What follows belongs to an exercise in optimizing a design on an open flow for small area, a short achievable clock period and few clock cycles per item; a production flow would make more cautious choices. No functional check of the RTL was part of any run shown here. Power is estimated from default activity; no workload was simulated.

==> design.v <==
`timescale 1ns/1ps
module kmeans_top #(
    parameter int num_pixels = 100,
    parameter int iterations = 3
) (
    input  logic                clk,
    input  logic                reset,
    input  logic                start,
    output logic [16-1:0]   pixel_addr,
    input  logic signed [16-1:0] a_data,
    input  logic                cluster_id_rdata,
    input  logic                rgb_dark,
    output logic                cluster_id_we,
    output logic                cluster_id_wdata,
    output logic                lab_clear,
    output logic                done_kmeans,
    output logic                done_cluster
);
    localparam int SW = 16;    
    localparam int AW = 7;               
    localparam int QW = 16;              
    localparam int RW = 7;               
    localparam int TW = RW + QW;         
    localparam logic [1:0] M_IDLE = 2'd0;
    localparam logic [1:0] M_RD   = 2'd1;    
    localparam logic [1:0] M_DV   = 2'd2;    
    localparam logic [1:0] M_IL   = 2'd3;    
    localparam logic [AW-1:0] LAST   = AW'(num_pixels - 1);
    localparam logic [AW-1:0] DV_JMP = AW'(128 - QW - 3);
    localparam logic [QW-1:0] C0U = QW'(0 + 32768);
    localparam logic [QW-1:0] C1U = QW'(5 + 32768);
    logic [1:0]    mode;
    logic          pass2;
    logic [AW-1:0] addr;
    logic          ph;       
    logic          ilf;      
    logic          dv, dvf;  
    logic          lv, lvf;  
    logic [SW-1:0] u_q;
    logic          lab_q, labn_q, sn_q, id_q, dark_q;
    logic [TW-1:0] acc0, acc1;
    logic [AW-1:0] n0, n1;
    logic [7:0]    nd;       
    logic [QW+1:0] v;
    logic          f0, f1;   
    logic          fin1_q;   
    logic          fin_q;    
    logic          divstep;  
    logic          we_q, wd_q, lc_q, dk_q, dc_q;
    assign pixel_addr       = {{(16-AW){1'b0}}, addr};
    assign cluster_id_we    = we_q;
    assign cluster_id_wdata = wd_q;
    assign lab_clear        = lc_q;
    assign done_kmeans      = dk_q;
    assign done_cluster     = dc_q;
    logic [SW-1:0] u_in;
    logic          sel;
    assign u_in = {~a_data[SW-1], a_data[SW-2:0]};
    assign sel  = ~nd[7] & (|nd);
    logic idle, vclr;
    assign idle    = (mode == M_IDLE);
    assign vclr    = divstep && (&addr[3:0]);
    function automatic logic [TW-1:0] dstep(
        input logic [TW-1:0] s,
        input logic [AW-1:0] den
    );
        logic [RW:0]   r2;
        logic [RW+1:0] t;
        r2 = s[TW-1:QW-1];
        t  = {1'b0, r2} - {2'b00, den};
        if (!t[RW+1])
            dstep = {t[RW-1:0], s[QW-2:0], 1'b1};
        else
            dstep = {r2[RW-1:0], s[QW-2:0], 1'b0};
    endfunction
    logic [TW-1:0] ds0, ds1;
    assign ds0 = dstep(acc0, n0);
    assign ds1 = dstep(acc1, n1);
    function automatic logic [QW-1:0] due_bits(input logic [QW-1:0] c);
        for (int i = 0; i < QW; i++)
            due_bits[i] = c[(QW + 14 - i) % QW];
    endfunction
    localparam logic [QW-1:0] C0D = due_bits(C0U);
    localparam logic [QW-1:0] C1D = due_bits(C1U);
    logic       b0, b1, bq0, bq1;
    assign b0 = f0 ? C0D[addr[3:0]] : ds0[0];
    assign b1 = f1 ? C1D[addr[3:0]] : ds1[0];
    logic kq0, kq1;
    logic x0, x1, x2;
    assign x0 = !fin_q & (bq0 ^ bq1);
    assign x1 = fin_q ? (kq0 ^ kq1) : (bq0 & bq1);
    assign x2 = fin_q & kq0 & kq1;
    logic [QW:0] vt, vinc, vpre;
    logic        vc1;
    assign vt = v[QW:0];
    assign vc1 = (vt[0] & x1) | x2;
    assign vpre[0] = 1'b0;
    assign vpre[1] = vc1;
    for (genvar i = 2; i <= QW; i++)
    begin : g_vpre
        assign vpre[i] = vc1 & (&vt[i-1:1]);
    end
    assign vinc = {vt[QW:1] ^ vpre[QW:1], vt[0] ^ x1};
    logic [TW-1:0] acc_sum;
    assign acc_sum = (lab_q ? (acc1 & {TW{!f1}}) : (acc0 & {TW{!f0}})) + TW'(u_q);
    always_ff @(posedge clk)
    begin
        u_q    <= u_in;
        lab_q  <= (u_in > v[QW+1:2]);
        labn_q <= !(u_in > v[QW+1:2]);
        sn_q   <= (a_data < (-10));
        id_q   <= cluster_id_rdata;
        dark_q <= rgb_dark;
    end
    always_ff @(posedge clk)
    begin
        if (idle || fin_q)
        begin
            f0 <= 1'b1;
            f1 <= 1'b1;
            nd <= '0;
        end
        else if (divstep)
        begin
            acc0 <= ds0;
            acc1 <= ds1;
        end
        else if (lv && !lvf)
        begin
            if (lab_q)
            begin
                acc1 <= acc_sum;
                f1   <= 1'b0;
            end
            else
            begin
                acc0 <= acc_sum;
                f0   <= 1'b0;
            end
            if (labn_q)
            begin
                n0 <= (n0 & {AW{!f0}}) + 1'b1;
                if (sn_q)
                    nd <= nd - 1'b1;
            end
            else
            begin
                n1 <= (n1 & {AW{!f1}}) + 1'b1;
                if (sn_q)
                    nd <= nd + 1'b1;
            end
        end
        if (divstep)
        begin
            bq0 <= b0;
            bq1 <= b1;
        end
        if (fin1_q)
        begin
            kq0 <= !f0 && !acc0[QW-1] && (|acc0[TW-1:QW]);
            kq1 <= !f1 && !acc1[QW-1] && (|acc1[TW-1:QW]);
        end
        if (idle)
            v <= {({1'b0, C0U} + {1'b0, C1U}), 1'b0};
        else if (vclr)
            v <= '0;
        else if (divstep || fin1_q || fin_q)
            v <= {vinc, x0};
    end
    always_ff @(posedge clk)
    begin
        if (reset)
        begin
            mode  <= M_IDLE;
            pass2 <= 1'b0;
            addr  <= '0;
            ph    <= 1'b0;
            ilf   <= 1'b0;
            dv    <= 1'b0;
            dvf   <= 1'b0;
            lv    <= 1'b0;
            lvf   <= 1'b0;
            fin1_q <= 1'b0;
            fin_q <= 1'b0;
            divstep <= 1'b0;
            we_q  <= 1'b0;
            wd_q  <= 1'b0;
            lc_q  <= 1'b0;
            dk_q  <= 1'b0;
            dc_q  <= 1'b0;
        end
        else
        begin
            lv    <= dv;
            lvf   <= dvf;
            dv    <= 1'b0;
            dvf   <= 1'b0;
            fin1_q <= 1'b0;
            fin_q <= fin1_q;
            divstep <= 1'b0;
            we_q  <= 1'b0;
            lc_q  <= 1'b0;
            case (mode)
                M_IDLE:
                    if (start)
                    begin
                        dv    <= 1'b1;
                        addr  <= addr + 1'b1;
                        mode  <= M_RD;
                        pass2 <= 1'b0;
                        dk_q  <= 1'b0;
                        dc_q  <= 1'b0;
                    end
                M_RD:
                begin
                    dv <= 1'b1;
                    if (addr == LAST)
                    begin
                        addr <= DV_JMP;
                        mode <= M_DV;
                    end
                    else
                        addr <= addr + 1'b1;
                end
                M_DV:
                begin
                    addr    <= addr + 1'b1;
                    divstep <= (addr >= DV_JMP + 1'b1) && (addr <= 7'd125);
                    fin1_q  <= (addr == 7'd126);
                    if (&addr)
                    begin
                        pass2 <= 1'b1;
                        ph    <= 1'b0;
                        ilf   <= 1'b0;
                        mode  <= pass2 ? M_IL : M_RD;
                    end
                end
                default:  
                begin
                    ph <= ~ph;
                    if (!ph)
                    begin
                        dv   <= (addr <= LAST);
                        dvf  <= ilf;
                        addr <= (addr == '0) ? LAST : addr - 1'b1;
                        if (lv)
                        begin
                            we_q <= 1'b1;
                            if (lvf)
                            begin
                                wd_q <= ~(id_q ^ sel);
                                lc_q <= (id_q ^ sel) | dark_q;
                                dk_q <= 1'b1;
                            end
                            else
                                wd_q <= !labn_q;
                        end
                    end
                    else
                    begin
                        if (addr == LAST)
                        begin
                            if (dk_q)
                            begin
                                addr <= '0;
                                dc_q <= 1'b1;
                                mode <= M_IDLE;
                            end
                            else
                                addr <= AW'(1);
                        end
                        else if (!ilf && addr == LAST - 1'b1)
                        begin
                            addr <= '0;
                            ilf  <= 1'b1;
                        end
                        else
                            addr <= addr + 2'd2;
                    end
                end
            endcase
        end
    end
endmodule
==> run.sh <==
#!/bin/bash
# synth_recipe.tcl (not shown) runs the flow's synth.tcl, then flattens the netlist and writes it again
# the make line also repeats each setting of config.mk as NAME=value (left out here)
make -C /OpenROAD-flow-scripts/flow DESIGN_CONFIG=/design/flow/config.mk WORK_HOME=/design/flow/orfs CLKGATE_MAP_FILE= SYNTH_SCRIPT=/design/flow/synth_recipe.tcl finish
==> config.mk <==
export PLATFORM = sky130hd
export DESIGN_NAME = kmeans_top
export DESIGN_NICKNAME = kmeans_top
export VERILOG_FILES = /design/flow/design.v
export SDC_FILE = /design/flow/constraint.sdc
export NUM_CORES = 4
export LEC_CHECK = 0
export ABC_AREA = 1
export CAP_MARGIN = 20
export CORE_MARGIN = 2
export CORE_UTILIZATION = 40
export SETUP_SLACK_MARGIN = 3.2
export SLEW_MARGIN = 20
==> constraint.sdc <==
create_clock -name core_clock -period 5.5 [get_ports {clk}]
set_input_delay 1.1000 -clock core_clock [delete_from_list [all_inputs] [get_ports {clk}]]
set_output_delay 1.1000 -clock core_clock [all_outputs]
set_load 0.01 [all_outputs]
==> flow_metrics.tcl, run 1 <==
set metrics [dict create \
    place_area_um2 9660 \
    drive_gt1_frac 0.181 \
    finalHoldViolations 0 \
    synth_commonest_cells "nand2_1, inv_1, nor2_1" \
    report.final.slew_viol_count 0 \
    grt_antenna_before_repair 1 \
    worstSetupStartpoint "lab_q" \
    drc_errors 0 \
    grt_max_degree 58 \
    startpoint_type "register" \
    cp_data_required_time_ns 5.68 \
    io_pins 42 \
    synth.avg_cell_area_um2 7.56 \
    clkSinkCount 137 \
    use_met1 0.264 \
    synthesis.area_um2 9090 \
    core_um2 22400 \
    grt_pass1_vias 8150 \
    hold_path_startpoint "dv" \
    slew_headroom 0.567 \
    synth-edff-count 64 \
    tritoncts "built" \
    routedWlPerCell_um 15.6 \
    drt-vias-per-instance 5.28 \
    synth_area_leaders "edfxtp_1, dfxtp_1, nand2_1, ha_1, inv_1" \
    floorplan.die_area_um2 23900 \
    htreeDepth 4 \
    rsz0062_at_grt "yes" \
    seq_power_share 0.358 \
    cts_buffer_depth 2 \
    setup_tns_ns 0 \
    status "no timing/DRC/antenna violations" \
    timing.fmax_mhz 424 \
    clk_pin_slew_worst_paths_ns 0.06 \
    vias 8283 \
    cts_made_buffers 17 \
    cp_num_buf_inv 4 \
    criticalPathCategory "register to register" \
    die_w_um 155 \
    multi_input_area_um2 5510 \
    period_share 0.429 \
    clk_latency_ns 0.43 \
    ys_ff_latch 137 \
    first_iter_violations 540 \
    slowest_stage "dfxtp_4" \
    ant_nets 0 \
    p_comb_frac 0.291 \
    irDropWorstVdd_mv 0.225 \
    syn2layout_area_growth_pct 24.3 \
    gr-usage-met3 0.0443 \
    use_met2 0.359 \
    drtPass1Iterations 6 \
    grt_pass1_wl_um 40000 \
    synth_cells 1202 \
    synthDistinctLibCells 51 \
    netlist.area_leader.share 0.212 \
    crit_chain "nor2_4 > inv_6 > buf_4 > o22ai_2 > ha_1 > buf_4 > nand2_1 > nor2_2 > inv_1 > nor2_2 > nand2_2 > nand2_2 > nand3_1 > nand3_2 > nand2_1" \
    cts-root-buf "clkbuf_16" \
    ys_seq_area_frac 0.372 \
    routabilityCongestion 0.923 \
    synth_top_cell_by_area "edfxtp_1" \
    grt_use_total 0.210 \
    post-synth-top-count-cell "nand2_1" \
    p_int_w 0.00225 \
    numPortBuffers 32 \
    post-dp-hpwl_um 16800 \
    cpLargestDelayFamily "simple AND/OR/NAND/NOR gates" \
    drv_cap 0 \
    pwr-share-clk 0.351 \
    skew_ns 0.0144 \
    die_y_um 155 \
    p_sw_frac 0.348 \
    period_minus_slack_ns 2.36 \
    regToRegStartpoint "lab_q" \
    nNetsFinal 1369 \
    powerDensity_nw_per_um2 305 \
    worstPathMaxFanout 10 \
    min_path_type "register to register" \
    n_antenna_cell 0 \
    worstPathArrival_ns 2.54 \
    yosysWarnings 1 \
    max_stage_delay_ns 0.39 \
    synth_ff_type "dfxtp_1" \
    overflow 0 \
    nFillCells 2138 \
    power.switching_w 0.00120 \
    seq_area_um2 3420 \
    setup_violations 0 \
    end_kind "register" \
    design_area_um2 11300 \
    rows 55 \
    worst_slew_pin_slew_ns 0.650 \
    synth-async-reset-ratio 0 \
    start_util 0.405 \
    grt_most_used_layer "met2" \
    p_leak_nw 5.07 \
    wirelength_um 24500 \
]
==> through the flow <==
stage                     cells  utilization  hold WS (ns)  power [W]  worst slack [ns]
after floorplan            1210            -         0.388    0.00188              3.13
after global placement     1500        0.430         0.391    0.00214              2.66
after detailed placement   1500        0.430         0.395    0.00214              2.61
after CTS                  1566        0.491         0.406    0.00342              3.15
after global routing       1570        0.504         0.445    0.00365              2.99
final                      1570        0.504         0.404    0.00345              3.14
==> layer usage <==
metal | routed length, um | part of all wire | vias to the layer above
met3 | 1020 | 0.042 | 35
met4 | 342 | 0.014 | 2
met1 | 11300 | 0.46 | 3888
met5 | 13 | 0.00053 | -
li1 | - | - | 4156
met2 | 11900 | 0.48 | 202
==> logic make-up (layout without fill, tap and decap cells) <==
logic type	Yosys count	after routing	synth area share
flops	137	137	0.372
buf+inv	225	298	0.100
xor+xnor	31	31	0.0299
simple gates	482	484	0.234
other cells	1	9	0.000413
fa+ha+maj	76	76	0.108
compound gates	250	250	0.156
==> layout by cell type, fill, tap and decap left out, drive strengths merged, types with 2 or more instances in the layout <==
master	count
ha	72
o21ai	102
nand4	22
a21o	4
dlygate4sd2	12
fa	4
xnor2	7
a21oi	85
nor2	109
a211oi	3
and2	2
nor4	3
clkinv	4
nor3	19
nand2	254
edfxtp	64
conb	9
o21bai	3
or2	2
clkbuf	23
o21a	3
nand3	69
o31ai	2
inv	198
dlymetal6s2s	7
dfxtp	73
a31oi	5
clkdlybuf4s50	13
buf	39
o22ai	20
xor2	24
nand3b	4
o211ai	17
==> worst reg2reg max path: stages (launching register included) <==
cell	delay, ns
dfxtp_4	0.39
nor2_4	0.07
inv_6	0.12
buf_4	0.16
o22ai_2	0.06
ha_1	0.33
buf_4	0.14
nand2_1	0.10
nor2_2	0.13
inv_1	0.08
nor2_2	0.11
nand2_2	0.09
nand2_2	0.10
nand3_1	0.08
nand3_2	0.09
nand2_1	0.06
==> power by group through the flow <==
stage	combinational [W]	sequential, W	clock [W]
final	0.00100	0.00124	0.00121
after global routing	0.00112	0.00125	0.00128
after CTS	0.000961	0.00123	0.00123
after detailed placement	0.000884	0.00126	0
after global placement	0.000885	0.00126	0
after floorplan	0.000656	0.00123	0
==> final timing paths <==
path,endpoint,slack (ns),depth (start not counted)
max,acc0[22],3.14,15
min reg2reg,lv,0.40,2
min,lv,0.40,2
max reg2reg,acc0[22],3.14,15
==> cell type report <==
class	count	share of cell area
clock buffers	23	0.0472
clock inverters	9	0.00831
inverters	195	0.0666
multi-input cells	850	0.487
flip-flops and latches	137	0.302
well taps	285	0.0316
repair buffers	71	0.0567
==> sequential cells by signal, summed over array words and instances, names as in the netlist, 2 cells and up <==
| register | flops |
|---|---|
| addr | 7 |
| n0 | 7 |
| acc1 | 23 |
| u_q | 16 |
| acc0 | 23 |
| nd | 8 |
| v | 18 |
| n1 | 7 |
| mode | 2 |
==> what timing repair did <==
action,4_1_cts,5_1_grt
pin swaps,51,27
gates cloned,2,0
hold endpoints to repair,0,0
hold buffers,0,0
setup endpoints to repair,116,114
buffers inserted,32,4
gates resized for setup,136,58
==> run 2: changes to the inputs <==
--- a/config.mk
+++ b/config.mk
@@ -9,5 +9,5 @@
 export CAP_MARGIN = 20
 export CORE_MARGIN = 2
 export CORE_UTILIZATION = 40
-export SETUP_SLACK_MARGIN = 3.2
+export SETUP_SLACK_MARGIN = 2.8
 export SLEW_MARGIN = 20
==> run 2 against run 1 <==
- highest routed layer is now met4
- clock-buffer cell count shrank 4
- synthesized cell count is the same
- largest power group unchanged
- worst hold slack gained 0.0025 ns
- register-to-register slack lost 0.20 ns
- fmax shrank 8.9%
- critical endpoint is now pixel_addr[4]
- clock power shrank 4%
- sequential power is essentially flat
==> flow_metrics.tcl, run 2 <==
set metrics [dict create \
    ys_seq_area_frac 0.372 \
    timing.fmax_mhz 386 \
    setup_violations 0 \
    synth.avg_cell_area_um2 7.56 \
    holdPathStages 2 \
    top_regs "acc0 x23, acc1 x23, v x18" \
    status "no timing/DRC/antenna violations" \
    io_pins 42 \
    grt_max_degree 58 \
    rr_worst_depth 9 \
    routedWlPerCell_um 14.8 \
    post-dp-hpwl_um 16900 \
    final_core_util 0.462 \
    die_y_um 155 \
    core_um2 22400 \
    multi_input_area_um2 4890 \
    synthDistinctLibCells 51 \
    report.final.slew_viol_count 0 \
    p_leak_nw 4.68 \
    worst_slew_pin_slew_ns 1.00 \
    seq_area_um2 3400 \
    start_util 0.405 \
    vias 7942 \
    drv_cap 0 \
    nFillCells 2259 \
    drc_errors 0 \
    setup_tns_ns 0 \
    first_iter_violations 523 \
    rsz0062_at_grt "yes" \
    slowest_stage "clkdlybuf4s50_1" \
    period_share 0.471 \
    cts-root-buf "clkbuf_16" \
    place_area_um2 9650 \
    cts_buffer_depth 2 \
    ant_nets 0 \
    die_w_um 155 \
    period_minus_slack_ns 2.59 \
    htreeDepth 4 \
    grt_pass1_wl_um 37400 \
    crit_chain "clkdlybuf4s50_1" \
    finalHoldViolations 0 \
    nNetsFinal 1336 \
    regToRegStartpoint "acc1[15]" \
    overflow 0 \
    rrSetupSlack_ns 2.94 \
    end_kind "output pin" \
    wirelength_um 22700 \
    r2r_end "acc1[18]" \
    startpoint_type "register" \
    fin_cells 1537 \
    n_antenna_cell 0 \
    post-synth-top-count-cell "nand2_1" \
    p_int_w 0.00216 \
    worstPathArrival_ns 1.49 \
    max_stage_delay_ns 0.59 \
    skew_ns 0.0150 \
    hold_path_startpoint "dv" \
    numPortBuffers 32 \
    clkSinkCount 137 \
    synth_top_cell_by_area "edfxtp_1" \
    syn2layout_area_growth_pct 14.1 \
    drive_gt1_frac 0.0751 \
    floorplan.die_area_um2 23900 \
    synthesis.area_um2 9090 \
    min_path_type "register to register" \
    pwr-share-clk 0.351 \
    drtPass1Iterations 5 \
    rows 55 \
    design_area_um2 10400 \
    grt_antenna_before_repair 0 \
    cpLargestDelayFamily "buffers and inverters" \
    power.switching_w 0.00115 \
    irDropWorstVdd_mv 0.208 \
    powerDensity_nw_per_um2 320 \
    hold-path-endpoint "lv" \
    cp_data_required_time_ns 4.40 \
    synth-async-reset-ratio 0 \
    final_cell_mix "nand2_1, inv_1, nor2_1, o21ai_0, a21oi_1" \
    synth_cells 1202 \
    cp_num_buf_inv 1 \
    layout_commonest_cell "nand2_1" \
    slew_headroom 0.327 \
    synth_ff_type "dfxtp_1" \
    synth_commonest_cells "nand2_1, inv_1, nor2_1" \
    cts_made_buffers 17 \
    grt_pass1_vias 7622 \
    ys_ff_latch 137 \
    drt-vias-per-instance 5.17 \
    p_sw_frac 0.348 \
    yosysWarnings 1 \
    p_comb_frac 0.275 \
    netlist.area_leader.share 0.212 \
    numPlacedInstances 1500 \
    seq_power_share 0.374 \
    criticalPathCategory "register to output pin" \
    grt_use_total 0.196 \
    clk_latency_ns 0.44 \
    tritoncts "built" \
    holdWs_ns 0.407 \
    routabilityCongestion 0.935 \
    clk_pin_slew_worst_paths_ns 0.06 \
    worstPathMaxFanout 12 \
    synth_area_leaders "edfxtp_1, dfxtp_1, nand2_1, ha_1, inv_1" \
    synth-edff-count 64 \
]
run 2: per-stage QoR:
step / power [W] / worst slack, ns
6_report: 0.00331 / 2.91
5_1_grt: 0.00352 / 2.77
4_1_cts: 0.00333 / 2.82
3_5_place_dp: 0.00214 / 2.42
3_3_place_gp: 0.00214 / 2.46
2_1_floorplan: 0.00188 / 2.67
run 2: final cells by class:
type	count	area share
Clock buffer	19	0.0438
Clock inverter	13	0.0134
Inverter	195	0.0717
Multi-Input combinational cell	849	0.472
Sequential cell	137	0.328
Tap cell	285	0.0344
Timing Repair Buffer	39	0.0372
run 2: worst max-delay path by stage:
stage | slack (ns) | cells past startpoint | end | start
6_report | 2.91 | 1 | pixel_addr[4] | addr[4]
2_1_floorplan | 2.67 | 6 | acc0[0] | mode[0]
5_1_grt | 2.77 | 5 | n0[1] | mode[0]
4_1_cts | 2.82 | 13 | acc1[14] | lab_q
3_3_place_gp | 2.46 | 13 | acc1[14] | lab_q
3_5_place_dp | 2.42 | 14 | acc1[14] | f1
run 2: power by group through the flow:
| stage | sequential, W | combinational (W) | clock (W) |
|---|---|---|---|
| global route | 0.00125 | 0.00103 | 0.00124 |
| CTS | 0.00124 | 0.000896 | 0.00119 |
| finish | 0.00124 | 0.000911 | 0.00116 |
| detailed placement | 0.00126 | 0.000885 | 0 |
| floorplan | 0.00123 | 0.000654 | 0 |
| global placement | 0.00126 | 0.000883 | 0 |
run 2: repair_timing:
action                     in CTS  in global routing
hold buffers                    0                  0
gates resized for setup        14                 13
setup endpoints to repair      63                 55
setup buffers                   1                  3
gates cloned                    0                  1
pin swaps                       1                  1
run 2: metal layers:
metal | global-route usage | routed length, um | up-vias | share of wire
met5 | 0 | 0 | - | 0
met4 | 0.0622 | 426 | 0 | 0.019
met3 | 0.0378 | 896 | 32 | 0.039
met2 | 0.323 | 10400 | 177 | 0.46
met1 | 0.259 | 10900 | 3657 | 0.48
li1 | - | - | 4076 | -
run 2: cells by family (layout without fill, tap and decap cells):
group,Yosys count,after routing,synth area share
compound gates,250,250,0.156
xor+xnor,31,31,0.0299
fa+ha+maj,76,76,0.108
buf+inv,225,266,0.100
flops,137,137,0.372
other cells,1,9,0.000413
simple gates,482,483,0.234

-- port drivers added, routing unchanged --
How much do the figures lean on ideal ports? The routed layouts below were timed once more, with nothing changed but the port constraints.
Step 1 (the two cells are an assumption about what drives the block):
set clk [get_ports {clk}]
set_driving_cell -lib_cell sky130_fd_sc_hd__clkbuf_16 $clk
set_driving_cell -lib_cell sky130_fd_sc_hd__buf_2 [delete_from_list [all_inputs] $clk]
Step 2 times the ports against the registers' clock, not the clock port: input delays grow and output delays shrink by t, the midpoint of the rising clock arrivals with the driver on.
Three values: ideal ports, drivers, drivers and shift; two values: the first two.
run | shift t [ns] | setup slack, ns | worst hold slack (ns)
run 1 | 0.474 | 3.143 / 3.143 / 2.820 | 0.404 / 0.404 / 0.404
run 2 | 0.475 | 2.912 / 2.866 / 2.741 | 0.407 / 0.407 / 0.407
After both steps setup and hold are still met in every run listed. The setup slack of run 1, which loses most, moves by 0.000 ns with the drivers and by -0.323 ns with both steps.
